Source: an optimization exercise on an open RTL-to-GDS flow (aim: small area, a short achievable clock period and few clock cycles per item). Production flows keep margins and buffers that such runs may drop. In this exercise RTL edits were held to simulation tests only and were not proved equivalent to the original.

## flow/design.v (module list and top-level ports; edited modules follow where they fit)
// module cpa_gt: 4 lines
// module cpa_a21oi: 3 lines
// module cpa_o21ai: 3 lines
// module cpa_nand2: 3 lines
// module cpa_nor2: 3 lines
// module cpa_inv: 3 lines
// module cpa_xor2: 3 lines
// module cpa_xnor2: 3 lines
// module mul_fa: 11 lines
// module mul_ha: 10 lines
// module mul_booth_row: 12 lines
// module mul_split: 2817 lines
// module mul_pipeline: 98 lines
// module mul_unit_top: 28 lines
module mul_unit_top
(
  input  logic        clk,
  input  logic        rst_n,
  input  logic        in_valid,
  output logic        in_ready,
  input  logic [31:0] in_a,
  input  logic [31:0] in_b,
  input  logic [7:0]  in_tag,
  output logic        out_valid,
  input  logic        out_ready,
  output logic [63:0] out_product,
  output logic [7:0]  out_tag
);
  // ...
==> flow/flow/run.sh <==
#!/bin/bash
# The standard layout, with plain buffers (buf_2) on the ports instead of
# the resizer's default pick, a delay cell. Everything else is the standard flow's own
# flow (standard.sh), run unchanged.
set -euo pipefail
export BUFFER_PORTS_ARGS="-buffer_cell sky130_fd_sc_hd__buf_2"
bash standard.sh finish > standard.log 2>&1
==> flow/standard.sh <==
#!/bin/bash
# synth_recipe.tcl (not shown) runs the flow's synth.tcl, then flattens the netlist and writes it again
# the make line also repeats each setting of config.mk as NAME=value (left out here)
make -C /OpenROAD-flow-scripts/flow DESIGN_CONFIG=/design/flow/config.mk WORK_HOME=/design/flow/orfs CLKGATE_MAP_FILE= SYNTH_SCRIPT=/design/flow/synth_recipe.tcl "${@:-finish}"
==> flow/config.mk <==
export PLATFORM = sky130hd
export DESIGN_NAME = mul_unit_top
export DESIGN_NICKNAME = mul_unit_top
export VERILOG_FILES = /design/flow/design.v
export SDC_FILE = /design/flow/constraint.sdc
export NUM_CORES = 4
export LEC_CHECK = 0
export ABC_CLOCK_PERIOD_IN_PS = 6000
export CAP_MARGIN = 50
export CORE_MARGIN = 2
export CORE_UTILIZATION = 50
export SLEW_MARGIN = 60
export SYNTH_HIERARCHICAL = 1
==> flow/constraint.sdc <==
create_clock -name core_clock -period 26.0 [get_ports {clk}]
set_input_delay 5.2000 -clock core_clock [delete_from_list [all_inputs] [get_ports {clk}]]
set_output_delay 5.2000 -clock core_clock [all_outputs]
set_load 0.01 [all_outputs]
==> run_results.csv, run 1 <==
group,metric,value,unit
grt,gr-total-overflow,0,
cells_and_area,drive_gt1_share,15.1,%
cts,cts_max_level,1,
timing,worstMarginPinSlew,648,ps
cells_and_area,clk_share,2.55,%
drt,dr.max_layer_used,"met4",
logic_synthesis,yosys_warnings,7,
worst_hold_path,min-delay-path-class,"reg -> reg",
cts,post-cts-setup-buffers,0,
cells_and_area,final_cell_mix,"xnor2_1 (550), a22oi_1 (496), fa_1 (480)",
floorplanning,fp.dieW,257,um
placed_design,dpl_cell_area,32700,um2
floorplanning,n_tap_cell,846,
floorplanning,die_h,257,um
floorplanning,pin_count,150,
logic_synthesis,synthCells,2851,
critical_path,max_stage_delay,580,ps
floorplanning,row_count,92,
drt,m1WireLength,40.8,mm
outcome,status,"no timing/DRC/antenna violations",
cells_and_area,final_util,53.3,%
timing,period_needed,6490,ps
placed_design,io_buffer_count,149,
cts,clockRootBuffer,"clkbuf_16",
cells_and_area,multi_input_comb_cells,2326,
timing,timing.fmax,154,MHz
drt,wl_per_cell,30.2,um
critical_path,crit_cells,18,
cells_and_area,diodes,0,
drt,wirelength,113,mm
critical_path,worstReg2RegStart,"u_pipe.s1_neg[5]",
cells_and_area,fill_cells,5557,
cts,hold_buffers,0,
timing,relSlewSlack,56.8,%
placed_design,place_ws,19230,ps
job,drv_cap,0,
grt,grt-busiest-layer,"met2",
Testbench counts, summed over its fixed seeds: cycles 16,016, items 16,000.
==> module mul_pipeline, before the edit <==
module mul_pipeline
(
  input  logic        clk,
  input  logic        rst_n,
  input  logic        in_valid,
  output logic        in_ready,
  input  logic [31:0] in_a,
  input  logic [31:0] in_b,
  input  logic [7:0]  in_tag,
  output logic        out_valid,
  input  logic        out_ready,
  output logic [63:0] out_product,
  output logic [7:0]  out_tag
);
  logic        sk_valid;
  logic [31:0] sk_a, sk_b;
  logic [7:0]  sk_tag;
  logic        s1_valid;
  logic [31:0] s1_a;
  logic [16:0] s1_one;
  logic [15:0] s1_two, s1_neg;
  logic [7:0]  s1_tag;
  logic [31:0] nx_b;
  logic [16:0] nx_one;
  logic [15:0] nx_two, nx_neg;
  logic        s2_valid;
  logic [63:0] s2_product;
  logic [7:0]  s2_tag;
  logic [63:0] product;
  logic        adv2, adv1, accept;
  logic        sk_next;
  logic        rdy_q;
  assign in_ready = rdy_q;
  assign accept   = in_valid && !sk_valid;
  assign adv2     = !s2_valid || out_ready;
  assign adv1     = !s1_valid || adv2;
  assign sk_next = adv1 ? 1'b0 : (sk_valid || accept);
  always_ff @(posedge clk or negedge rst_n) begin
    if (!rst_n) begin
      sk_valid <= 1'b0;
      rdy_q    <= 1'b1;
      s1_valid <= 1'b0;
      s2_valid <= 1'b0;
    end else begin
      sk_valid <= sk_next;
      rdy_q    <= !sk_next;
      if (adv1) s1_valid <= sk_valid || accept;
      if (adv2) s2_valid <= s1_valid;
    end
  end
  always_ff @(posedge clk) begin
    if (!sk_valid) begin
      sk_a   <= in_a;
      sk_b   <= in_b;
      sk_tag <= in_tag;
    end
  end
  assign nx_b = sk_valid ? sk_b : in_b;
  for (genvar i = 0; i < 16; i++) begin : g_enc
    logic hi, mid, lo;
    assign hi  = nx_b[2*i+1];
    assign mid = nx_b[2*i];
    if (i == 0) begin : g_first
      assign lo = 1'b0;
    end else begin : g_rest
      assign lo = nx_b[2*i-1];
    end
    assign nx_one[i] = mid ^ lo;
    assign nx_two[i] = (hi & !mid & !lo) | (!hi & mid & lo);
    assign nx_neg[i] = hi & !(mid & lo);
  end
  assign nx_one[16] = nx_b[31];
  always_ff @(posedge clk) begin
    if (adv1) begin
      s1_a   <= sk_valid ? sk_a   : in_a;
      s1_one <= nx_one;
      s1_two <= nx_two;
      s1_neg <= nx_neg;
      s1_tag <= sk_valid ? sk_tag : in_tag;
    end
  end
  mul_split u_mul (
    .a       (s1_a),
    .one     (s1_one),
    .two     (s1_two),
    .neg     (s1_neg),
    .product (product)
  );
  always_ff @(posedge clk) begin
    if (adv2) begin
      s2_product <= product;
      s2_tag     <= s1_tag;
    end
  end
  assign out_valid   = s2_valid;
  assign out_product = s2_product;
  assign out_tag     = s2_tag;
endmodule
==> run 2: changes to the inputs <==
--- a/flow/design.v
+++ b/flow/design.v
@@ -2909,4 +2909,5 @@
   logic [15:0] nx_two, nx_neg;
   logic        s2_valid;
+  logic        s2_idle;     
   logic [63:0] s2_product;
   logic [7:0]  s2_tag;
@@ -2916,6 +2917,6 @@
   logic        rdy_q;
   assign in_ready = rdy_q;
-  assign accept   = in_valid && !sk_valid;
-  assign adv2     = !s2_valid || out_ready;
+  assign accept   = in_valid && rdy_q;
+  assign adv2     = s2_idle || out_ready;
   assign adv1     = !s1_valid || adv2;
   assign sk_next = adv1 ? 1'b0 : (sk_valid || accept);
@@ -2923,12 +2924,16 @@
     if (!rst_n) begin
       sk_valid <= 1'b0;
-      rdy_q    <= 1'b1;
+      rdy_q    <= 1'b0;
       s1_valid <= 1'b0;
       s2_valid <= 1'b0;
+      s2_idle  <= 1'b1;
     end else begin
       sk_valid <= sk_next;
       rdy_q    <= !sk_next;
       if (adv1) s1_valid <= sk_valid || accept;
-      if (adv2) s2_valid <= s1_valid;
+      if (adv2) begin
+        s2_valid <= s1_valid;
+        s2_idle  <= !s1_valid;
+      end
     end
   end
--- a/flow/config.mk
+++ b/flow/config.mk
@@ -9,5 +9,6 @@
 export CAP_MARGIN = 50
 export CORE_MARGIN = 2
-export CORE_UTILIZATION = 50
+export CORE_UTILIZATION = 65
+export GPL_TIMING_DRIVEN = 1
 export SLEW_MARGIN = 60
 export SYNTH_HIERARCHICAL = 1
==> run 2 against run 1 <==
Against the previous run:
- still clean on timing, DRC and antenna
- first-iteration DRC count rose by 6.6%
- die area fell by 23%
- count of clock-buffer cells in the layout rose by 2
- sequential cell count rose by 1
- clock skew rose by 47 ps
- global-route usage rose by 7.9 points
- via count rose by 0.91%
==> run_results.csv, run 2 <==
group,metric,value,unit
drt,wirelength,106,mm
critical_path,critical_path.endpoint_type,"register",
floorplanning,pin_count,150,
logic_synthesis,synthesis.nets,3455,
logic_synthesis,synth_area,32000,um2
timing,hold_violations,0,
outcome,status,"no timing/DRC/antenna violations",
cts,cts_tree,"done",
cells_and_area,stdcell_area,33600,um2
drt,postRouteAntennaNets,0,
placed_design,io_buffer_count,149,
drt,drcViolationCount,0,
logic_synthesis,synthCells,2854,
cts,cts.path.max_buffers,3,
timing,slew_violations,0,
timing,period_needed,6460,ps
grt,gr-total-overflow,0,
cells_and_area,fill_cells,3724,
drt,drtIter0Drc,3553,
grt,grtUsageTotal,41.9,%
cells_and_area,nNetsFinal,3500,
grt,antenna_found_initial,1,
floorplanning,row_count,81,
floorplanning,start_util,65.7,%
placed_design,dp_hpwl,67.1,mm
logic_synthesis,yosys_warnings,7,
critical_path,reg2regPathDepth,18,
logic_synthesis,synth_area_per_cell,11.2,um2
timing,relSlewSlack,55.8,%
cells_and_area,drive_gt1_share,15.5,%
cts,post-cts-setup-buffers,0,
critical_path,reg2reg_to,"u_pipe.s2_product[61]",
floorplanning,dieArea,51100,um2
critical_path,worstReg2RegStart,"u_pipe.s1_neg[0]",
timing,timing.fmax,155,MHz
worst_hold_path,min_to,"u_pipe.s2_tag[2]",
timing,period_share,24.9,%
cts,numCtsBuffers,25,
cells_and_area,largest_reg_flops,64,
timing,rsz0062_at_grt,"false",
grt,grt_pass1_wl,158,mm
floorplanning,fp.dieW,226,um
worst_hold_path,hp-start,"u_pipe.s1_tag[2]",
grt,grt_pass1_vias,26400,
timing,worstMarginPinSlew,662,ps
floorplanning,die_h,226,um
critical_path,cp-start-kind,"register",
floorplanning,core,48700,um2
critical_path,cp.arrival,6820,ps
cells_and_area,diodes,0,
grt,grt_max_degree,57,
worst_hold_path,min-delay-path-class,"reg -> reg",
cells_and_area,final_common_cell,"xnor2_1",
drt,vias_per_cell,6.93,
drt,dr.pass1.iters,7,
drt,num_vias,24800,
cts,cts_max_level,1,
cts,cts_sinks,238,
cts,clkLatencyLatePin,620,ps
timing,setup_violations,0,
timing,skew,59.4,ps
cts,cts_resized,0,
cts,clockRootBuffer,"clkbuf_16",
timing,fin_tns_setup,0,ps
cells_and_area,regMostFlops,"u_pipe.s2_product",
cts,hold_buffers,0,
placed_design,gp_congestion,1.06,
job,drv_cap,0,
critical_path,critPathKind,"reg -> reg",
cells_and_area,final_cell_mix,"xnor2_1 (550), a22oi_1 (496), fa_1 (480)",
worst_hold_path,whs_path_depth,0,
critical_path,ff2ff_setup_slack,19540,ps
drt,wl_per_cell,29.5,um
cells_and_area,syn_to_final_growth,4.79,%
placed_design,dpl_cell_area,32600,um2
cts,clk_pin_slew,60,ps
critical_path,path_max_fanout,20,
critical_path,cp_data_required_time,26360,ps
run 2: cell types whose count changed in the layout (fill, tap and decap cells not counted), moves of 2 or more:
cell	change
buf_4	+22
buf_12	+5
nor2_1	+2
buf_6	-13
clkbuf_1	+3
run 2: area by class of cell:
type / count / area [um2] / share of cell area [%]
clock inverter: 11 / 104 / 0.309
tap: 664 / 831 / 2.48
timing repair buffer: 255 / 1730 / 5.17
sequential: 238 / 6410 / 19.1
clock buffer: 35 / 703 / 2.10
inverter: 51 / 193 / 0.574
multi-input combinational: 2328 / 23600 / 70.3
run 2: worst max path at each step:
stage,from,end,slack [ps],depth (start not counted)
after floorplan,out_ready,u_pipe.rdy_q,18050,3
after global placement,out_ready,u_pipe.s1_a[29],19200,4
after global routing,u_pipe.s1_neg[0],u_pipe.s2_product[61],19360,18
final,u_pipe.s1_neg[0],u_pipe.s2_product[61],19540,18
after detailed placement,out_ready,u_pipe.s1_one[16],19370,5
after CTS,u_pipe.s2_product[39],out_product[39],19590,1
run 2: through the flow:
step / worst slack (ps) / std cells / hold WS [ps] / util [%]
after CTS: 19590 / 3575 / 419 / 68.5
after global placement: 19200 / 3514 / 401 / 66.4
final: 19540 / 3582 / 417 / 68.8
after detailed placement: 19370 / 3529 / 405 / 66.9
after global routing: 19360 / 3582 / 432 / 68.8
after floorplan: 18050 / 2854 / 387 / -
run 2: metal layers:
layer / share of wire (%) / vias up / track usage (%)
li1: - / 9922 / -
met1: 35 / 12200 / 52.5
met2: 44 / 2177 / 62.0
met3: 16 / 489 / 19.3
met4: 5.4 / 2 / 19.2
met5: 0.010 / - / 0.196
run 2: critical path, stage by stage (launching register included):
cell and delay (ps):
edfxtp_1 470, buf_4 240, buf_4 410, xnor2_1 230
fa_1 540, fa_1 460, fa_1 470, fa_1 670
fa_1 440, ha_1 340, nor2_1 70, nor2_1 250
nand2_1 160, nor2_1 330, nand2_1 200, o21ai_1 450
a21oi_2 160, o21ai_1 180, xor2_1 90
Testbench counts of run 2, summed over its fixed seeds: cycles 16,016, items 16,000.
==> run 3: changes to the inputs <==
--- a/flow/config.mk
+++ b/flow/config.mk
@@ -7,8 +7,8 @@
 export LEC_CHECK = 0
 export ABC_CLOCK_PERIOD_IN_PS = 6000
-export CAP_MARGIN = 50
+export CAP_MARGIN = 55
 export CORE_MARGIN = 2
 export CORE_UTILIZATION = 65
 export GPL_TIMING_DRIVEN = 1
-export SLEW_MARGIN = 60
+export SLEW_MARGIN = 70
 export SYNTH_HIERARCHICAL = 1
==> run 3 against run 2 <==
Against the previous run:
- still clean on timing, DRC and antenna
- fmax increased by 1.5%
- setup slack improved by 93 ps
- sequential cell count unchanged
- core utilization up 1.1 points
- non-clock buffer count is 18 higher
- die area unchanged
- clock skew down 24 ps
- count of clock-buffer cells in the layout grew 1
- largest cell class unchanged
- highest routed layer is now met4
==> run_results.csv, run 3 <==
group,metric,value,unit
cells_and_area,drive_gt1_share,16.3,%
placed_design,io_buffer_count,149,
timing,timing.fmax,157,MHz
grt,antenna_found_initial,0,
cts,cts_tree,"done",
timing,slew_violations,0,
cells_and_area,regMostFlops,"u_pipe.s2_product",
cts,clockRootBuffer,"clkbuf_16",
floorplanning,row_count,81,
timing,period_share,24.5,%
drt,vias_per_cell,6.99,
critical_path,cp.arrival,1170,ps
critical_path,critical_path.endpoint_type,"output port",
floorplanning,start_util,65.7,%
critical_path,critPathKind,"reg -> out",
logic_synthesis,synthesis.nets,3455,
cells_and_area,syn_to_final_growth,6.51,%
timing,skew,35.1,ps
drt,num_vias,25200,
drt,wirelength,106,mm
cells_and_area,fill_cells,3662,
cells_and_area,seq_area,6410,um2
drt,drtIter0Drc,3547,
placed_design,dp_hpwl,67.9,mm
outcome,status,"no timing/DRC/antenna violations",
critical_path,endpoint,"out_product[39]",
critical_path,worstReg2RegStart,"u_pipe.s1_neg[0]",
placed_design,place_ws,19330,ps
logic_synthesis,yosys_warnings,7,
timing,hold_violations,0,
placed_design,gp_congestion,1.06,
cts,cts_resized,0,
drt,dr.pass1.iters,8,
floorplanning,pin_count,150,
floorplanning,dieArea,51100,um2
logic_synthesis,synth_area,32000,um2
critical_path,reg2regPathDepth,18,
critical_path,critPathLaunch,"u_pipe.s2_product[39]",
critical_path,crit_cells,1,
floorplanning,core,48700,um2
floorplanning,die_h,226,um
drt,drcViolationCount,0,
cells_and_area,final_common_cell,"xnor2_1",
critical_path,crit_buf_inv,1,
timing,rsz0062_at_grt,"false",
timing,fin_tns_setup,0,ps
cts,cts_sinks,238,
job,drv_cap,0,
critical_path,ff2ff_setup_slack,19630,ps
grt,gr-total-overflow,0,
floorplanning,fp.dieW,226,um
cells_and_area,multi_input_area,23600,um2
logic_synthesis,synth_area_per_cell,11.2,um2
logic_synthesis,synthCells,2854,
cells_and_area,stdcell_area,34100,um2
critical_path,path_max_fanout,1,
cells_and_area,final_cell_mix,"xnor2_1 (550), a22oi_1 (496), fa_1 (480)",
timing,worstMarginPinSlew,479,ps
cts,numCtsBuffers,24,
cts,clk_pin_slew,70,ps
timing,fin_ws,19630,ps
critical_path,max_stage_delay,420,ps
drt,postRouteAntennaNets,0,
cts,clkLatencyLatePin,590,ps
critical_path,cp_data_required_time,20800,ps
critical_path,cp-start-kind,"register",
grt,grt_pass1_vias,26600,
grt,grt_max_degree,48,
timing,relSlewSlack,67.8,%
placed_design,dpl_cell_area,33000,um2
cts,cts_max_level,1,
critical_path,cpMaxStageDelayCell,"edfxtp_1",
cts,cts.path.max_buffers,3,
critical_path,critPathTopFamily,"flip-flops",
cts,hold_buffers,0,
cells_and_area,nNetsFinal,3517,
timing,fin_hold_ws,419,ps
drt,wl_per_cell,29.5,um
cells_and_area,largest_reg_flops,64,
worst_hold_path,min-delay-path-class,"reg -> reg",
worst_hold_path,hp-start,"u_pipe.s1_tag[2]",
critical_path,path_cells,"buf_2",
grt,grtUsageTotal,42.1,%
timing,period_needed,6370,ps
critical_path,reg2reg_to,"u_pipe.s2_product[61]",
grt,grt_pass1_wl,159,mm
timing,setup_violations,0,
cts,post-cts-setup-buffers,0,
==> run 3: metal layers <==
layer | GRT usage (%) | share of wire, % | wire length (um)
met1 | 53.1 | 35 | 37600
met2 | 62.7 | 44 | 46500
met4 | 19.9 | 5.2 | 5540
met5 | 0 | 0 | 0
met3 | 18.1 | 16 | 16500
==> run 3: area by class of cell <==
cell class | count | area share, %
multi-input cells | 2328 | 69.3
flip-flops and latches | 238 | 18.8
repair buffers | 273 | 6.55
well taps | 664 | 2.44
clock buffers | 36 | 2.23
inverters | 51 | 0.565
clock inverters | 8 | 0.172
diodes | 2 | 0.0147
==> run 3: worst min-delay path by stage <==
stage / to / slack (ps) / depth (start not counted)
4_1_cts: u_pipe.s2_tag[2] / 420 / 0
3_5_place_dp: u_pipe.s2_tag[2] / 400 / 0
6_report: u_pipe.s2_tag[2] / 420 / 0
2_1_floorplan: u_pipe.s2_idle / 390 / 1
5_1_grt: u_pipe.s2_tag[3] / 430 / 0
3_3_place_gp: u_pipe.s2_tag[7] / 400 / 0
==> run 3: per-stage QoR <==
| stage | util (%) | instances |
|---|---|---|
| after global placement | 66.4 | 3514 |
| final | 70.0 | 3600 |
| after floorplan | - | 2854 |
| after CTS | 69.5 | 3588 |
| after detailed placement | 67.8 | 3544 |
| after global routing | 70.0 | 3598 |
==> run 4: changes to the inputs <==
--- a/flow/config.mk
+++ b/flow/config.mk
@@ -7,8 +7,10 @@
 export LEC_CHECK = 0
 export ABC_CLOCK_PERIOD_IN_PS = 6000
-export CAP_MARGIN = 55
+export CAP_MARGIN = 50
 export CORE_MARGIN = 2
 export CORE_UTILIZATION = 65
+export CTS_CLUSTER_DIAMETER = 90
+export CTS_CLUSTER_SIZE = 28
 export GPL_TIMING_DRIVEN = 1
-export SLEW_MARGIN = 70
+export SLEW_MARGIN = 60
 export SYNTH_HIERARCHICAL = 1
==> run 4 against run 3 <==
Against the previous run:
- still clean on timing, DRC and antenna
- setup slack got worse by 130 ps
- via count fell by 1.5%
- core utilization fell by 1.9 points
- critical path type is now reg -> reg
- largest cell class unchanged
- highest routed layer is now met5
==> run_results.csv, run 4 <==
group,metric,value,unit
outcome,status,"no timing/DRC/antenna violations",
timing,relSlewSlack,56.0,%
timing,fin_hold_ws,428,ps
cts,clkLatencyLatePin,550,ps
cts,clockRootBuffer,"clkbuf_16",
critical_path,path_cells,"buf_4 > a22oi_1 > xnor2_1 > fa_1 > fa_1 > fa_1 > fa_1 > fa_1 > ha_1 > nor2_1 > nor2_1 > nand2_1 > nor2_1 > nand2_1 > o21ai_1 > a21oi_2 > o21ai_1 > xor2_1",
floorplanning,die_h,226,um
grt,grt_pass1_wl,158,mm
cells_and_area,largest_reg_flops,64,
floorplanning,core,48700,um2
floorplanning,start_util,65.7,%
cts,hold_buffers,0,
cells_and_area,seq_area,6410,um2
cells_and_area,final_util,68.1,%
timing,period_needed,6500,ps
placed_design,place_ws,19370,ps
cts,cts.path.max_buffers,3,
worst_hold_path,min-delay-path-class,"reg -> reg",
drt,num_vias,24800,
drt,drcViolationCount,0,
critical_path,cp-start-kind,"register",
cells_and_area,final_common_cell,"xnor2_1",
placed_design,dp_hpwl,67.1,mm
grt,grt_pass1_vias,26300,
cts,cts_tree,"done",
logic_synthesis,synth_area,32000,um2
timing,fin_ws,19500,ps
critical_path,critical_path.endpoint_type,"register",
floorplanning,pin_count,150,
timing,rsz0062_at_grt,"false",
floorplanning,dieArea,51100,um2
drt,vias_per_cell,6.97,
logic_synthesis,synthCells,2854,
placed_design,gp_congestion,1.06,
timing,setup_violations,0,
cts,cts_sinks,238,
drt,postRouteAntennaNets,0,
critical_path,crit_top_cell,"fa_1",
cts,cts_max_level,1,
timing,timing.fmax,154,MHz
floorplanning,row_count,81,
cells_and_area,stdcell_area,33200,um2
floorplanning,fp.dieW,226,um
timing,slew_violations,0,
drt,wirelength,106,mm
grt,grt_max_degree,57,
critical_path,critPathKind,"reg -> reg",
cells_and_area,syn_to_final_growth,3.63,%
cells_and_area,final_cell_count_no_fill,3556,
cts,cts_resized,0,
placed_design,dpl_cell_area,32600,um2
drt,drtIter0Drc,3295,
cells_and_area,drive_gt1_share,14.9,%
timing,fin_tns_setup,0,ps
critical_path,cp.arrival,6790,ps
grt,antenna_found_initial,1,
cts,clk_pin_slew,100,ps
logic_synthesis,yosys_warnings,7,
cells_and_area,nNetsFinal,3486,
cells_and_area,diodes,0,
critical_path,path_max_fanout,33,
critical_path,cpMaxStageDelayCell,"fa_1",
timing,period_share,25.0,%
job,drv_cap,0,
cts,post-cts-setup-buffers,0,
placed_design,place_inst,3529,
cells_and_area,final_cell_mix,"xnor2_1 (550), a22oi_1 (496), fa_1 (480)",
logic_synthesis,synth_area_per_cell,11.2,um2
placed_design,io_buffer_count,149,
timing,skew,27.7,ps
logic_synthesis,synthesis.nets,3455,
critical_path,cp_data_required_time,26290,ps
cells_and_area,multi_input_area,23600,um2
grt,gr-total-overflow,0,
cells_and_area,regMostFlops,"u_pipe.s2_product",
cts,numCtsBuffers,14,
timing,hold_violations,0,
drt,dr.pass1.iters,11,
drt,wl_per_cell,29.7,um
cells_and_area,fill_cells,3772,
grt,grtUsageTotal,41.8,%
critical_path,max_stage_delay,570,ps
timing,worstMarginPinSlew,659,ps
[run 4: layer usage]
layer  GRT usage (%)  part of all wire [%]  vias up
met5            1.08                 0.010        -
met4            19.4                   5.4        2
met3            19.0                    16      526
met2            62.2                    43     2221
met1            51.9                    35    12200
li1                -                     -     9868
[run 4: worst max-delay path: cells and delay by family (launching register included)]
family | cells | cell delay [ps]
buf+inv | 1 | 520
simple gates | 5 | 1020
xor+xnor | 2 | 410
compound gates | 4 | 1020
fa+ha+maj | 6 | 2890
flops | 1 | 340
[run 4: final cells by class]
cell class | instances | share of cell area (%)
Timing Repair Buffer | 252 | 5.11
Clock inverter | 6 | 0.275
Multi-Input combinational cell | 2328 | 71.1
Tap cell | 664 | 2.50
Sequential cell | 238 | 19.3
Clock buffer | 17 | 1.15
Inverter | 51 | 0.581
[run 4: worst paths after layout]
| path | start | end | slack [ps] | cells after the start |
|---|---|---|---|---|
| min reg2reg | u_pipe.s1_tag[2] | u_pipe.s2_tag[2] | 430 | 0 |
| min in group asynchronous | rst_n | u_pipe.rdy_q | 4450 | 1 |
| max | u_pipe.s1_a[21] | u_pipe.s2_product[61] | 19500 | 18 |
| max reg2reg | u_pipe.s1_a[21] | u_pipe.s2_product[61] | 19500 | 18 |
| min | u_pipe.s1_tag[2] | u_pipe.s2_tag[2] | 430 | 0 |
| max in group asynchronous | rst_n | u_pipe.s2_idle | 21340 | 1 |
==> run 5: changes to the inputs <==
--- a/flow/config.mk
+++ b/flow/config.mk
@@ -7,10 +7,8 @@
 export LEC_CHECK = 0
 export ABC_CLOCK_PERIOD_IN_PS = 6000
-export CAP_MARGIN = 50
+export CAP_MARGIN = 40
 export CORE_MARGIN = 2
-export CORE_UTILIZATION = 65
-export CTS_CLUSTER_DIAMETER = 90
-export CTS_CLUSTER_SIZE = 28
+export CORE_UTILIZATION = 60
 export GPL_TIMING_DRIVEN = 1
-export SLEW_MARGIN = 60
+export SLEW_MARGIN = 50
 export SYNTH_HIERARCHICAL = 1
==> run 5 against run 4 <==
Against the previous run:
- worst hold slack worse by 15 ps
- sequential cell count unchanged
- global-route usage shrank 3.6 points
- count of clock-buffer cells in the layout up 20
- register-to-register slack worse by 60 ps
- critical endpoint unchanged
- sequential share of layout area shrank 0.13 points
- still clean on timing, DRC and antenna
- core utilization is 4.6 points lower
- highest routed layer is now met4
==> run_results.csv, run 5 <==
group,metric,value,unit
drt,postRouteAntennaNets,0,
logic_synthesis,synthesis.nets,3455,
placed_design,dp_hpwl,67.2,mm
grt,grt_max_degree,84,
logic_synthesis,yosys_warnings,7,
logic_synthesis,synth_area,32000,um2
floorplanning,start_util,60.8,%
worst_hold_path,min-delay-path-class,"reg -> reg",
drt,wirelength,107,mm
critical_path,cp_data_required_time,26380,ps
critical_path,max_stage_delay,700,ps
floorplanning,fp.dieW,235,um
grt,gr-total-overflow,0,
timing,period_share,25.2,%
critical_path,crit_top_cell,"fa_1",
critical_path,critical_path.endpoint_type,"register",
cts,post-cts-setup-buffers,0,
floorplanning,die_h,235,um
floorplanning,dieArea,55200,um2
cells_and_area,final_common_cell,"xnor2_1",
grt,grt_pass1_wl,160,mm
cts,cts_tree,"done",
placed_design,dpl_cell_area,32500,um2
cts,cts.path.max_buffers,3,
drt,drcViolationCount,0,
outcome,status,"no timing/DRC/antenna violations",
critical_path,cp-start-kind,"register",
drt,dr.pass1.iters,7,
placed_design,io_buffer_count,149,
critical_path,cp.arrival,6940,ps
timing,worstMarginPinSlew,833,ps
cells_and_area,regMostFlops,"u_pipe.s2_product",
grt,grtUsageTotal,38.2,%
cells_and_area,stdcell_area,33400,um2
cts,numCtsBuffers,26,
cells_and_area,diodes,0,
timing,period_needed,6560,ps
cts,clockRootBuffer,"clkbuf_16",
grt,antenna_found_initial,0,
grt,grt_pass1_vias,26200,
drt,drtIter0Drc,3193,
drt,wl_per_cell,29.7,um
cts,clkLatencyLatePin,630,ps
critical_path,critPathKind,"reg -> reg",
cts,clk_pin_slew,70,ps
cells_and_area,final_cell_mix,"xnor2_1 (550), a22oi_1 (496), fa_1 (480)",
job,drv_cap,0,
cells_and_area,drive_gt1_share,15.0,%
timing,fin_tns_setup,0,ps
timing,relSlewSlack,44.5,%
logic_synthesis,synth_area_per_cell,11.2,um2
cts,hold_buffers,0,
critical_path,critPathTopFamily,"adder cells",
timing,skew,60.6,ps
floorplanning,core,52700,um2
critical_path,cpMaxStageDelayCell,"edfxtp_1",
cells_and_area,syn_to_final_growth,4.36,%
placed_design,gp_congestion,1.02,
timing,rsz0062_at_grt,"false",
floorplanning,row_count,84,
cts,cts_resized,0,
critical_path,path_max_fanout,21,
logic_synthesis,synthCells,2854,
timing,slew_violations,0,
timing,setup_violations,0,
timing,timing.fmax,152,MHz
floorplanning,pin_count,150,
cts,cts_sinks,238,
timing,hold_violations,0,
drt,vias_per_cell,6.81,
cells_and_area,largest_reg_flops,64,
critical_path,path_cells,"buf_4 > a22oi_1 > xnor2_1 > fa_1 > fa_1 > fa_1 > fa_1 > fa_1 > ha_1 > nor2_1 > nor2_1 > nand2_1 > nor2_1 > nand2_1 > o21ai_1 > a21oi_2 > o21ai_1 > xor2_1",
cells_and_area,nNetsFinal,3486,
critical_path,crit_buf_inv,1,
drt,num_vias,24500,
cts,cts_max_level,1,
-- run 5: layer usage --
| layer | global-route usage, % | part of all wire [%] | vias up |
|---|---|---|---|
| met5 | 0.433 | 0 | - |
| met4 | 15.1 | 4.5 | 0 |
| met3 | 15.7 | 15 | 420 |
| met2 | 56.9 | 44 | 1974 |
| met1 | 49.7 | 37 | 12200 |
| li1 | - | - | 9887 |
-- run 5: metrics by stage --
step                      utilization (%)  setup slack (ps)  hold slack (ps)  cells
final                                63.5             19440              414   3593
after global routing                 63.5             19240              431   3593
after CTS                            63.3             19550              418   3590
after detailed placement             61.7             19440              405   3542
after global placement               61.6             19190              403   3539
after floorplan                         -             18050              387   2854
-- run 5: area by class of cell --
type | count | area, um2
Sequential cell | 238 | 6410
Inverter | 51 | 193
Tap cell | 688 | 861
Multi-Input combinational cell | 2328 | 23600
Clock buffer | 37 | 773
Clock inverter | 11 | 83.8
Timing Repair Buffer | 240 | 1520
Fill cell | 4343 | 19200
-- run 5: final timing paths --
path / slack, ps / endpoint / startpoint / cells past startpoint
hold / removal: 410 / u_pipe.s2_tag[6] / u_pipe.s1_tag[6] / 0
setup reg to reg: 19440 / u_pipe.s2_product[61] / u_pipe.s1_two[1] / 18
min in group asynchronous: 4420 / u_pipe.rdy_q / rst_n / 1
setup / recovery: 19440 / u_pipe.s2_product[61] / u_pipe.s1_two[1] / 18
max in group asynchronous: 21370 / u_pipe.s2_idle / rst_n / 1
hold reg to reg: 410 / u_pipe.s2_tag[6] / u_pipe.s1_tag[6] / 0
==> run 6: changes to the inputs <==
==> flow/flow/run.sh (replaced) <==
#!/bin/bash
set -euo pipefail
export BUFFER_PORTS_ARGS="-buffer_cell sky130_fd_sc_hd__buf_2"
export POST_RESIZE_TCL="$(pwd)/flow/rebuffer.tcl"
bash standard.sh finish > standard.log 2>&1
==> flow/flow/rebuffer.tcl (new file) <==
proc my_esc { name } {
  return [string map [list "\[" "\\\[" "\]" "\\\]"] $name]
}

proc my_rebuffer { cell } {
  set block [ord::get_db_block]
  set n 0
  foreach inst [$block getInsts] {
    set name [$inst getName]
    if { ![string match "u_pipe.s1_a*" $name] && ![string match "u_pipe.s1_one*" $name] \
         && ![string match "u_pipe.s1_two*" $name] && ![string match "u_pipe.s1_neg*" $name] } { continue }
    set qterm [$inst findITerm Q]
    if { $qterm == "NULL" } { continue }
    set net [$qterm getNet]
    if { $net == "NULL" } { continue }
    # strip buffers hanging off this net (repeatedly, for multi-level trees)
    for {set pass 0} {$pass < 4} {incr pass} {
      set bufs {}
      foreach it [$net getITerms] {
        set li [$it getInst]
        if { $li == $inst } { continue }
        set m [[$li getMaster] getName]
        if { [string match "sky130_fd_sc_hd__buf_*" $m] || [string match "sky130_fd_sc_hd__clkbuf_*" $m] } {
          set c [get_cells -quiet [$li getName]]
          if { [llength $c] == 1 } { lappend bufs $c }
        }
      }
      if { [llength $bufs] == 0 } { break }
      foreach b $bufs { remove_buffers $b }
    }
    set loads 0
    foreach it [$net getITerms] { if { [$it isInputSignal] } { incr loads } }
    if { $loads < 6 } { continue }
    set loc [$inst getLocation]
    set x [expr { [lindex $loc 0] / 1000.0 }]
    set y [expr { [lindex $loc 1] / 1000.0 }]
    insert_buffer -net [get_nets [$net getName]] -buffer_cell $cell -location [list $x $y]
    incr n
  }
  puts "my_rebuffer: buffered $n operand nets with $cell"
}

my_rebuffer sky130_fd_sc_hd__buf_4
--- a/flow/config.mk
+++ b/flow/config.mk
@@ -7,8 +7,10 @@
 export LEC_CHECK = 0
 export ABC_CLOCK_PERIOD_IN_PS = 6000
-export CAP_MARGIN = 40
+export CAP_MARGIN = 50
 export CORE_MARGIN = 2
-export CORE_UTILIZATION = 60
+export CORE_UTILIZATION = 65
+export CTS_CLUSTER_DIAMETER = 90
+export CTS_CLUSTER_SIZE = 28
 export GPL_TIMING_DRIVEN = 1
-export SLEW_MARGIN = 50
+export SLEW_MARGIN = 60
 export SYNTH_HIERARCHICAL = 1
==> run 6 against run 5 <==
Against the previous run:
- still clean on timing, DRC and antenna
- cell area decreased by 1.1%
- register-to-register slack improved by 90 ps
- synthesized cell count unchanged
- clock skew decreased by 52 ps
- global-route usage increased by 3.8 points
- largest cell class unchanged
- highest routed layer is now met5
==> run_results.csv, run 6 <==
group,metric,value,unit
drt,num_vias,24800,
cells_and_area,seq_area,6410,um2
cts,cts_sinks,238,
cts,clockRootBuffer,"clkbuf_16",
critical_path,cp.arrival,6740,ps
cells_and_area,final_util,67.8,%
timing,setup_violations,0,
cts,cts_max_level,1,
floorplanning,core,48700,um2
job,drv_cap,0,
timing,period_needed,6470,ps
critical_path,path_max_fanout,33,
floorplanning,start_util,65.7,%
placed_design,io_buffer_count,149,
timing,timing.fmax,155,MHz
grt,grt_pass1_vias,26500,
critical_path,max_stage_delay,650,ps
grt,grt_pass1_wl,159,mm
drt,wirelength,106,mm
critical_path,cp_data_required_time,26270,ps
timing,slew_violations,0,
drt,dr.pass1.iters,9,
floorplanning,pin_count,150,
critical_path,path_cells,"buf_4 > a22oi_1 > xnor2_1 > fa_1 > fa_1 > fa_1 > fa_1 > fa_1 > ha_1 > nor2_1 > nor2_1 > nand2_1 > nor2_1 > nand2_1 > o21ai_1 > a21oi_2 > o21ai_1 > xor2_1",
cts,cts_resized,0,
worst_hold_path,min-delay-path-class,"reg -> reg",
cells_and_area,largest_reg_flops,64,
drt,postRouteAntennaNets,0,
drt,drtIter0Drc,3454,
cts,clkLatencyLatePin,520,ps
timing,rsz0062_at_grt,"false",
cells_and_area,final_common_cell,"xnor2_1",
timing,fin_tns_setup,0,ps
grt,gr-total-overflow,0,
timing,relSlewSlack,56.7,%
floorplanning,fp.dieW,226,um
placed_design,place_ws,19380,ps
cts,numCtsBuffers,13,
cells_and_area,fill_cells,3764,
logic_synthesis,synth_area,32000,um2
timing,fin_ws,19530,ps
timing,fin_hold_ws,428,ps
cells_and_area,final_cell_mix,"xnor2_1 (550), a22oi_1 (496), fa_1 (480)",
critical_path,critical_path.endpoint_type,"register",
timing,worstMarginPinSlew,649,ps
floorplanning,row_count,81,
timing,skew,8.29,ps
placed_design,dp_hpwl,66.1,mm
cells_and_area,drive_gt1_share,14.4,%
drt,wl_per_cell,29.8,um
cts,post-cts-setup-buffers,0,
drt,drcViolationCount,0,
logic_synthesis,synth_area_per_cell,11.2,um2
critical_path,critPathKind,"reg -> reg",
cells_and_area,regMostFlops,"u_pipe.s2_product",
cells_and_area,syn_to_final_growth,3.19,%
cts,clk_pin_slew,100,ps
timing,hold_violations,0,
cts,hold_buffers,0,
grt,antenna_found_initial,1,
cts,cts.path.max_buffers,3,
outcome,status,"no timing/DRC/antenna violations",
critical_path,cp-start-kind,"register",
logic_synthesis,yosys_warnings,7,
timing,period_share,24.9,%
floorplanning,dieArea,51100,um2
grt,grt_max_degree,57,
cells_and_area,nNetsFinal,3473,
grt,grtUsageTotal,42.0,%
logic_synthesis,synthCells,2854,
cts,cts_tree,"done",
critical_path,cpMaxStageDelayCell,"fa_1",
cells_and_area,multi_input_area,23600,um2
floorplanning,die_h,226,um
placed_design,gp_congestion,1.06,
logic_synthesis,synthesis.nets,3455,
drt,vias_per_cell,7.01,
critical_path,crit_top_cell,"fa_1",
[run 6: per-layer routing]
layer	up-vias	GRT usage, %	share of wire (%)
li1	9857	-	-
met1	12200	53.9	36
met2	2261	62.0	44
met3	512	17.7	16
met4	2	18.9	5.1
met5	-	1.27	0.039
[run 6: worst paths after layout]
kind / endpoint / startpoint / depth (start not counted) / slack (ps)
max: u_pipe.s2_product[59] / u_pipe.s1_a[23] / 18 / 19530
min: u_pipe.s2_tag[2] / u_pipe.s1_tag[2] / 0 / 430
max reg2reg: u_pipe.s2_product[59] / u_pipe.s1_a[23] / 18 / 19530
min reg2reg: u_pipe.s2_tag[2] / u_pipe.s1_tag[2] / 0 / 430
max in group asynchronous: u_pipe.s2_idle / rst_n / 1 / 21320
min in group asynchronous: u_pipe.rdy_q / rst_n / 1 / 4470
[run 6: layout make-up]
| type | instances | area share (%) |
|---|---|---|
| sequential | 238 | 19.4 |
| tap | 664 | 2.51 |
| antenna | 2 | 0.0151 |
| clock inverter | 5 | 0.114 |
| timing repair buffer | 240 | 4.97 |
| inverter | 51 | 0.583 |
| multi-input combinational | 2328 | 71.4 |
| clock buffer | 16 | 1.05 |
[run 6: through the flow]
step	cell area [um2]	instances
6_report	33000	3544
5_1_grt	33000	3543
4_1_cts	32800	3537
3_5_place_dp	32500	3516
3_3_place_gp	32400	3514
2_1_floorplan	32000	2854
[run 6: worst max-delay path: cells and delay by family (launching register included)]
kind	cells	cell delay, ps
flip-flops	1	340
XOR/XNOR	2	270
AO/OA/AOI/OAI	4	1070
AND/OR/NAND/NOR	5	970
adder cells (fa/ha/maj)	6	3030
buffers and inverters	1	520
==> run 7: changes to the inputs <==
--- a/flow/flow/rebuffer.tcl
+++ b/flow/flow/rebuffer.tcl
@@ -41,3 +41,3 @@
 }
 
-my_rebuffer sky130_fd_sc_hd__buf_4
+my_rebuffer sky130_fd_sc_hd__buf_8
==> run 7 against run 6 <==
Against the previous run:
- synthesized cell count did not move
- worst hold slack better by 0.68 ps
- fmax rose by 1.3%
- critical path type unchanged
- highest routed layer unchanged
==> run_results.csv, run 7 <==
group,metric,value,unit
floorplanning,row_count,81,
drt,vias_per_cell,7.08,
cts,cts_max_level,1,
grt,grt_max_degree,57,
cells_and_area,largest_reg_flops,64,
cts,cts_sinks,238,
logic_synthesis,synth_area_per_cell,11.2,um2
timing,fin_tns_setup,0,ps
floorplanning,start_util,65.7,%
timing,relSlewSlack,61.7,%
cells_and_area,stdcell_area,33500,um2
critical_path,worstReg2RegStart,"u_pipe.s1_a[22]",
critical_path,cpMaxStageDelayCell,"fa_1",
floorplanning,core,48700,um2
critical_path,cp_data_required_time,26270,ps
cts,clkLatencyLatePin,540,ps
timing,period_needed,6390,ps
logic_synthesis,synth_area,32000,um2
critical_path,max_stage_delay,580,ps
cells_and_area,final_cell_mix,"xnor2_1 (550), a22oi_1 (496), fa_1 (480)",
timing,skew,41.4,ps
drt,wirelength,106,mm
timing,period_share,24.6,%
floorplanning,die_h,226,um
cts,cts.path.max_buffers,3,
cts,cts_tree,"done",
grt,grt_pass1_vias,26600,
placed_design,io_buffer_count,149,
drt,drcViolationCount,0,
grt,grtUsageTotal,42.0,%
outcome,status,"no timing/DRC/antenna violations",
grt,grt_pass1_wl,159,mm
drt,postRouteAntennaNets,0,
drt,drtIter0Drc,3353,
placed_design,place_inst,3516,
floorplanning,dieArea,51100,um2
timing,setup_violations,0,
grt,gr-total-overflow,0,
drt,dr.pass1.iters,10,
critical_path,reg2regPathDepth,18,
placed_design,gp_congestion,1.06,
cells_and_area,regMostFlops,"u_pipe.s2_product",
critical_path,crit_cells,18,
critical_path,critPathKind,"reg -> reg",
logic_synthesis,synthesis.nets,3455,
cells_and_area,final_cell_count_no_fill,3541,
job,drv_cap,0,
drt,num_vias,25100,
timing,hold_violations,0,
timing,worstMarginPinSlew,571,ps
placed_design,dpl_cell_area,33100,um2
cts,clockRootBuffer,"clkbuf_16",
cells_and_area,final_util,68.8,%
timing,timing.fmax,157,MHz
cts,hold_buffers,0,
critical_path,path_cells,"buf_8 > a22oi_1 > xnor2_1 > fa_1 > fa_1 > fa_1 > fa_1 > fa_1 > ha_1 > nor2_1 > nor2_1 > nand2_1 > nor2_1 > nand2_1 > o21ai_1 > a21oi_2 > o21ai_1 > xor2_1",
timing,rsz0062_at_grt,"false",
critical_path,cp-start-kind,"register",
drt,wl_per_cell,30.0,um
placed_design,dp_hpwl,66.5,mm
logic_synthesis,synthCells,2854,
critical_path,crit_buf_inv,1,
grt,antenna_found_initial,2,
floorplanning,fp.dieW,226,um
critical_path,reg2reg_to,"u_pipe.s2_product[59]",
worst_hold_path,min-delay-path-class,"reg -> reg",
critical_path,endpoint,"u_pipe.s2_product[59]",
cts,post-cts-setup-buffers,0,
critical_path,cp.arrival,6650,ps
critical_path,critical_path.endpoint_type,"register",
cells_and_area,nNetsFinal,3470,
cts,clk_pin_slew,100,ps
cells_and_area,final_common_cell,"xnor2_1",
critical_path,ff2ff_setup_slack,19610,ps
floorplanning,pin_count,150,
logic_synthesis,yosys_warnings,7,
cells_and_area,drive_gt1_share,14.3,%
timing,slew_violations,0,
critical_path,critPathTopFamily,"adder cells",
critical_path,crit_top_cell,"fa_1",
critical_path,critPathLaunch,"u_pipe.s1_a[22]",
cts,cts_resized,0,
critical_path,path_max_fanout,34,
cells_and_area,syn_to_final_growth,4.75,%
cts,numCtsBuffers,14,
-- run 7: cell type report --
type	count	area, um2
Fill cell	3671	15200
Tap cell	664	831
Timing Repair Buffer	236	2080
Antenna cell	1	2.50
Clock inverter	6	86.3
Inverter	51	193
Clock buffer	17	362
Multi-Input combinational cell	2328	23600
Sequential cell	238	6410
-- run 7: per-stage QoR --
step	hold WS (ps)	setup slack, ps
floorplan	387	18050
global placement	401	19200
detailed placement	405	19380
CTS	430	19680
global route	440	19390
finish	428	19610
-- run 7: layer usage --
layer  part of all wire (%)  up-vias  GRT usage, %
met5                  0.058        -         0.587
met4                    5.2        6          18.4
met3                     15      516          17.7
met2                     44     2247          62.8
met1                     36    12400          53.4
li1                       -     9853             -
-- run 7: how the worst min path moves through the flow --
| stage | from | endpoint | slack [ps] | cells after the start |
|---|---|---|---|---|
| final | u_pipe.s1_tag[6] | u_pipe.s2_tag[6] | 430 | 0 |
| after global routing | u_pipe.s1_tag[6] | u_pipe.s2_tag[6] | 440 | 0 |
| after CTS | u_pipe.s1_tag[6] | u_pipe.s2_tag[6] | 430 | 0 |
| after detailed placement | u_pipe.s1_tag[6] | u_pipe.s2_tag[6] | 410 | 0 |
| after global placement | u_pipe.s1_tag[7] | u_pipe.s2_tag[7] | 400 | 0 |
| after floorplan | u_pipe.s1_valid | u_pipe.s2_idle | 390 | 1 |
==> run 8: changes to the inputs <==
--- a/flow/flow/rebuffer.tcl
+++ b/flow/flow/rebuffer.tcl
@@ -41,3 +41,47 @@
 }
 
-my_rebuffer sky130_fd_sc_hd__buf_8
+# Multiplier cells whose output net matches pattern and spans more than
+# min_len_um (half perimeter of its pins) get the next drive strength up.
+proc my_upsize_long { min_len_um pattern } {
+  set block [ord::get_db_block]
+  set dbu [$block getDbUnitsPerMicron]
+  array set up {
+    sky130_fd_sc_hd__nor2_1   sky130_fd_sc_hd__nor2_2
+    sky130_fd_sc_hd__nand2_1  sky130_fd_sc_hd__nand2_2
+    sky130_fd_sc_hd__o21ai_0  sky130_fd_sc_hd__o21ai_2
+    sky130_fd_sc_hd__o21ai_1  sky130_fd_sc_hd__o21ai_2
+    sky130_fd_sc_hd__a21oi_1  sky130_fd_sc_hd__a21oi_2
+    sky130_fd_sc_hd__inv_1    sky130_fd_sc_hd__inv_2
+    sky130_fd_sc_hd__clkinv_1 sky130_fd_sc_hd__clkinv_2
+    sky130_fd_sc_hd__fa_1     sky130_fd_sc_hd__fa_2
+    sky130_fd_sc_hd__ha_1     sky130_fd_sc_hd__ha_2
+    sky130_fd_sc_hd__xnor2_1  sky130_fd_sc_hd__xnor2_2
+    sky130_fd_sc_hd__xor2_1   sky130_fd_sc_hd__xor2_2
+    sky130_fd_sc_hd__a22oi_1  sky130_fd_sc_hd__a22oi_2
+  }
+  set n 0
+  foreach net [$block getNets] {
+    if { ![string match $pattern [$net getName]] } { continue }
+    set drv ""
+    set xs {}
+    set ys {}
+    foreach it [$net getITerms] {
+      set inst [$it getInst]
+      set loc [$inst getLocation]
+      lappend xs [lindex $loc 0]
+      lappend ys [lindex $loc 1]
+      if { [$it isOutputSignal] } { set drv $inst }
+    }
+    if { $drv == "" || [llength $xs] < 2 } { continue }
+    set len [expr { ([tcl::mathfunc::max {*}$xs] - [tcl::mathfunc::min {*}$xs] + [tcl::mathfunc::max {*}$ys] - [tcl::mathfunc::min {*}$ys]) / double($dbu) }]
+    if { $len < $min_len_um } { continue }
+    set m [[$drv getMaster] getName]
+    if { ![info exists up($m)] } { continue }
+    replace_cell [get_cells [$drv getName]] $up($m)
+    incr n
+  }
+  puts "my_upsize_long: upsized $n cells on $pattern nets over $min_len_um um"
+}
+
+my_rebuffer sky130_fd_sc_hd__buf_4
+my_upsize_long 40 u_pipe.u_mul.k*
==> run 8 against run 7 <==
Against the previous run:
- worst hold slack lost 0.81 ps
- final cell count is essentially flat
- still clean
- non-clock buffer count is the same
==> run_results.csv, run 8 <==
group,metric,value,unit
placed_design,dp_hpwl,66.0,mm
cts,clkLatencyLatePin,540,ps
cells_and_area,multi_input_area,23700,um2
timing,hold_violations,0,
timing,slew_violations,0,
logic_synthesis,synth_area_per_cell,11.2,um2
grt,grtUsageTotal,42.1,%
job,drv_cap,0,
timing,rsz0062_at_grt,"false",
drt,drtIter0Drc,2991,
floorplanning,start_util,65.7,%
cells_and_area,regMostFlops,"u_pipe.s2_product",
cells_and_area,final_cell_count_no_fill,3542,
logic_synthesis,synthCells,2854,
cts,hold_buffers,0,
cts,cts.path.max_buffers,3,
floorplanning,dieArea,51100,um2
cts,cts_sinks,238,
timing,relSlewSlack,56.6,%
timing,setup_violations,0,
timing,skew,27.2,ps
floorplanning,core,48700,um2
timing,fin_tns_setup,0,ps
drt,num_vias,24700,
placed_design,place_inst,3516,
timing,worstMarginPinSlew,651,ps
critical_path,cpMaxStageDelayCell,"edfxtp_1",
cts,clockRootBuffer,"clkbuf_16",
cells_and_area,final_cell_mix,"xnor2_1 (549), a22oi_1 (496), fa_1 (480)",
logic_synthesis,synth_area,32000,um2
critical_path,path_cells,"buf_2",
worst_hold_path,hp-start,"u_pipe.s1_tag[2]",
floorplanning,die_h,226,um
drt,dr.pass1.iters,6,
drt,postRouteAntennaNets,0,
outcome,status,"no timing/DRC/antenna violations",
cells_and_area,nNetsFinal,3470,
cells_and_area,syn_to_final_growth,3.63,%
cells_and_area,largest_reg_flops,64,
cells_and_area,seq_area,6410,um2
cells_and_area,final_common_cell,"xnor2_1",
grt,antenna_found_initial,0,
cts,cts_resized,0,
cts,numCtsBuffers,14,
placed_design,io_buffer_count,149,
cells_and_area,fill_cells,3745,
floorplanning,pin_count,150,
cts,clk_pin_slew,100,ps
critical_path,max_stage_delay,440,ps
critical_path,cp_data_required_time,20800,ps
timing,period_share,24.4,%
cts,cts_tree,"done",
drt,wl_per_cell,29.9,um
grt,grt_pass1_wl,159,mm
critical_path,crit_buf_inv,1,
logic_synthesis,synthesis.nets,3455,
critical_path,worstReg2RegStart,"u_pipe.s1_one[4]",
placed_design,gp_congestion,1.06,
floorplanning,fp.dieW,226,um
grt,gr-total-overflow,0,
cts,post-cts-setup-buffers,0,
drt,wirelength,106,mm
worst_hold_path,min-delay-path-class,"reg -> reg",
cts,cts_max_level,1,
timing,period_needed,6340,ps
critical_path,critPathTopFamily,"flip-flops",
critical_path,critical_path.endpoint_type,"output port",
drt,drcViolationCount,0,
critical_path,critPathKind,"reg -> out",
critical_path,cp.arrival,1140,ps
critical_path,critPathLaunch,"u_pipe.s2_product[39]",
critical_path,path_max_fanout,1,
grt,grt_max_degree,57,
drt,vias_per_cell,6.97,
floorplanning,row_count,81,
grt,grt_pass1_vias,26600,
logic_synthesis,yosys_warnings,7,
critical_path,cp-start-kind,"register",
timing,timing.fmax,158,MHz
cells_and_area,drive_gt1_share,15.8,%
## run 8: cell types whose count changed in the layout (fill, tap and decap cells not counted), moves of 2 or more
cell	previous run	this run
o21ai_1	112	98
buf_8	83	2
xor2_1	104	102
nand2_2	6	16
nor2_1	152	143
xor2_2	0	2
nor2_2	0	9
o21ai_2	1	15
buf_4	0	60
inv_1	49	44
inv_2	1	6
buf_6	0	21
nand2_1	173	163
## run 8: path summary, 6_finish.rpt
path	end	slack, ps	depth (start not counted)
setup / recovery	out_product[39]	19660	1
hold / removal	u_pipe.s2_tag[2]	430	0
setup reg to reg	u_pipe.s2_product[63]	19680	19
hold reg to reg	u_pipe.s2_tag[2]	430	0
max in group asynchronous	u_pipe.s2_idle	21340	1
min in group asynchronous	u_pipe.s1_valid	4450	1
## run 8: per-stage QoR
| stage | setup slack, ps | instance area (um2) | utilization [%] | hold WS (ps) |
|---|---|---|---|---|
| after floorplan | 18050 | 32000 | - | 387 |
| after global placement | 19200 | 32400 | 66.4 | 401 |
| after detailed placement | 19380 | 32600 | 66.8 | 405 |
| after CTS | 19660 | 33100 | 67.8 | 429 |
| after global routing | 19430 | 33200 | 68.1 | 441 |
| final | 19660 | 33200 | 68.1 | 428 |
## run 8: layer usage
metal / up-vias / track usage, % / share of wire [%]
met2: 2148 / 62.5 / 44
met4: 0 / 19.3 / 5.1
met1: 12200 / 53.5 / 36
li1: 9853 / - / -
met3: 483 / 17.8 / 16
met5: - / 0.587 / 0
## run 8: layout make-up
class	instances	area share [%]
inverters	51	0.581
repair buffers	236	4.70
multi-input cells	2328	71.4
diodes	1	0.00754
well taps	664	2.50
clock inverters	6	0.271
clock buffers	18	1.20
flip-flops and latches	238	19.3
## run 8: worst reg2reg max path, cell delays in order (launching register included)
cell and delay [ps]:
edfxtp_1 350, buf_4 500, a22oi_1 240, xnor2_1 250
fa_1 490, fa_1 480, fa_1 460, fa_1 400
fa_1 470, fa_1 410, fa_1 500, nor2_1 170
nor2_1 120, a21oi_2 170, o21ai_1 130, a21oi_2 150
o21ai_1 100, a21oi_2 360, o21ai_1 170, xor2_1 180
==> run 9: changes to the inputs <==
--- a/flow/flow/rebuffer.tcl
+++ b/flow/flow/rebuffer.tcl
@@ -84,4 +84,31 @@
 }
 
-my_rebuffer sky130_fd_sc_hd__buf_4
+# Each output port's buffer sits next to the register that drives it, so the
+# register sees a short wire and the buffer drives the route to the pin.
+proc my_pull_output_buffers { } {
+  set block [ord::get_db_block]
+  set n 0
+  foreach bterm [$block getBTerms] {
+    if { [$bterm getIoType] != "OUTPUT" } { continue }
+    set pnet [$bterm getNet]
+    if { $pnet == "NULL" } { continue }
+    foreach it [$pnet getITerms] {
+      if { ![$it isOutputSignal] } { continue }
+      set buf [$it getInst]
+      set inet [[$buf findITerm A] getNet]
+      if { $inet == "NULL" } { continue }
+      foreach dit [$inet getITerms] {
+        if { ![$dit isOutputSignal] } { continue }
+        set drv [$dit getInst]
+        set loc [$drv getLocation]
+        $buf setLocation [lindex $loc 0] [lindex $loc 1]
+        incr n
+      }
+    }
+  }
+  puts "my_pull_output_buffers: moved $n output buffers"
+}
+
+my_rebuffer sky130_fd_sc_hd__buf_8
 my_upsize_long 40 u_pipe.u_mul.k*
+my_pull_output_buffers
==> run 9 against run 8 <==
Against the previous run:
- setup slack improved by 47 ps
- sequential cell count did not move
- sequential share of layout area fell by 0.30 points
- first-iteration DRC count rose by 14%
- routed wire length rose by 0.34%
- die area did not move
- register-to-register slack improved by 180 ps
- cell area rose by 1.6%
- final cell count barely moved
- core utilization rose by 1.1 points
==> run_results.csv, run 9 <==
group,metric,value,unit
grt,grt_pass1_wl,160,mm
floorplanning,core,48700,um2
cells_and_area,syn_to_final_growth,5.27,%
critical_path,crit_buf_inv,1,
critical_path,critical_path.endpoint_type,"output port",
cells_and_area,drive_gt1_share,15.8,%
drt,postRouteAntennaNets,0,
timing,worstMarginPinSlew,524,ps
drt,num_vias,24900,
drt,wl_per_cell,29.9,um
cells_and_area,final_cell_mix,"xnor2_1 (549), a22oi_1 (496), fa_1 (480)",
floorplanning,fp.dieW,226,um
cts,cts_resized,0,
cts,numCtsBuffers,14,
critical_path,reg2regPathDepth,19,
worst_hold_path,hp-start,"u_pipe.s1_tag[5]",
critical_path,path_cells,"buf_2",
floorplanning,die_h,226,um
placed_design,io_buffer_count,149,
timing,fin_hold_ws,426,ps
critical_path,path_max_fanout,1,
floorplanning,pin_count,150,
critical_path,worstReg2RegStart,"u_pipe.s1_a[23]",
cts,cts.path.max_buffers,3,
timing,period_share,24.2,%
logic_synthesis,synthesis.nets,3455,
timing,rsz0062_at_grt,"false",
grt,antenna_found_initial,1,
drt,vias_per_cell,7.04,
cts,cts_max_level,1,
critical_path,critPathKind,"reg -> out",
worst_hold_path,min-delay-path-class,"reg -> reg",
critical_path,reg2reg_to,"u_pipe.s2_product[63]",
worst_hold_path,whs_path_depth,0,
logic_synthesis,synth_area_per_cell,11.2,um2
timing,slew_violations,0,
timing,timing.fmax,159,MHz
timing,setup_violations,0,
cts,post-cts-setup-buffers,0,
critical_path,cp.arrival,1100,ps
timing,relSlewSlack,65.1,%
placed_design,dp_hpwl,66.6,mm
cells_and_area,final_common_cell,"xnor2_1",
critical_path,cpMaxStageDelayCell,"edfxtp_1",
critical_path,cp-start-kind,"register",
cells_and_area,nNetsFinal,3470,
grt,grt_pass1_vias,26800,
placed_design,gp_congestion,1.06,
critical_path,max_stage_delay,400,ps
cts,cts_sinks,238,
timing,hold_violations,0,
critical_path,ff2ff_setup_slack,19860,ps
floorplanning,row_count,81,
logic_synthesis,synthCells,2854,
critical_path,critPathTopFamily,"flip-flops",
grt,grt_max_degree,57,
cts,clockRootBuffer,"clkbuf_16",
job,drv_cap,0,
cells_and_area,final_cell_count_no_fill,3543,
critical_path,cp_data_required_time,20800,ps
outcome,status,"no timing/DRC/antenna violations",
floorplanning,dieArea,51100,um2
drt,wirelength,106,mm
cts,clkLatencyLatePin,550,ps
logic_synthesis,yosys_warnings,7,
drt,drcViolationCount,0,
drt,dr.pass1.iters,9,
grt,gr-total-overflow,0,
logic_synthesis,synth_area,32000,um2
cts,clk_pin_slew,100,ps
cells_and_area,largest_reg_flops,64,
placed_design,place_inst,3516,
timing,fin_tns_setup,0,ps
floorplanning,start_util,65.7,%
cts,hold_buffers,0,
drt,drtIter0Drc,3421,
cells_and_area,final_util,69.2,%
cts,cts_tree,"done",
grt,grtUsageTotal,42.3,%
timing,skew,33.3,ps
worst_hold_path,min_to,"u_pipe.s2_tag[5]",
cells_and_area,regMostFlops,"u_pipe.s2_product",
timing,period_needed,6300,ps
-- run 9: worst register-to-register path: stages, from the launching register on --
cell and delay (ps):
edfxtp_1 410, buf_8 250, a22oi_1 340, xnor2_1 160, fa_1 440, fa_1 530
fa_1 450, fa_1 440, fa_1 510, fa_1 410, ha_1 330, nor2_1 150
nor2_1 90, a21oi_2 160, o21ai_1 130, a21oi_2 170, o21ai_1 160, a21oi_2 410
o21ai_1 170, xor2_1 180
-- run 9: metal layers --
layer  GRT usage, %  up-vias  share of wire [%]
met1           54.1    12400                 36
met5          0.293        -              0.058
met2           62.9     2197                 44
li1               -     9839                  -
met3           17.6      496                 15
met4           18.9        6                5.2
-- run 9: worst max path at each step --
stage / slack, ps / cells past startpoint / startpoint / endpoint
finish: 19700 / 1 / u_pipe.s2_product[43] / out_product[43]
global route: 19640 / 19 / u_pipe.s1_a[22] / u_pipe.s2_product[63]
CTS: 19700 / 1 / u_pipe.s2_product[43] / out_product[43]
detailed placement: 19390 / 5 / out_ready / u_pipe.s1_two[15]
global placement: 19200 / 4 / out_ready / u_pipe.s1_a[29]
floorplan: 18050 / 3 / out_ready / u_pipe.rdy_q
-- run 9: cell type report --
class | count | area [um2]
Timing Repair Buffer | 236 | 2090
Clock buffer | 18 | 397
Sequential cell | 238 | 6410
Fill cell | 3732 | 15000
Clock inverter | 6 | 83.8
Inverter | 51 | 193
Tap cell | 664 | 831
Multi-Input combinational cell | 2328 | 23700
Antenna cell | 2 | 5.00
-- run 9: through the flow --
stage | setup slack (ps) | area (um2)
global route | 19640 | 33700
floorplan | 18050 | 32000
detailed placement | 19390 | 33200
CTS | 19700 | 33700
finish | 19700 | 33700
global placement | 19200 | 32400

re-timing with driven ports:
How much do the figures lean on ideal ports? The routed layouts below were timed once more, with nothing changed but the port constraints.
Step 1, drivers: a clkbuf_16 drives clk and a buf_2 each remaining input, both assumed.
Step 2 times the ports against the registers' clock, not the clock port: input delays grow and output delays shrink by t, the midpoint of the rising clock arrivals with the driver on.
a / b / c = ideal / step 1 / step 2; a / b = the first two.
run	t (ns)	slack for setup (ns)	worst register clock-pin slew, ns
run 1	0.643	19.510 / 19.510 / 19.342	0.07 / 0.07
run 2	0.651	19.539 / 19.529 / 19.329	0.06 / 0.06
run 3	0.639	19.631 / 19.568 / 19.411	0.07 / 0.07
run 4	0.601	19.501 / 19.501 / 19.379	0.10 / 0.10
run 5	0.661	19.440 / 19.440 / 19.411	0.07 / 0.07
run 6	0.575	19.530 / 19.530 / 19.369	0.10 / 0.10
run 7	0.579	19.614 / 19.614 / 19.388	0.10 / 0.10
run 8	0.591	19.656 / 19.591 / 19.371	0.10 / 0.10
run 9	0.591	19.703 / 19.644 / 19.387	0.11 / 0.11
After both steps every run listed still meets setup and hold. The setup slack of run 9, which loses most, moves by -0.059 ns with the drivers and by -0.316 ns with both steps.
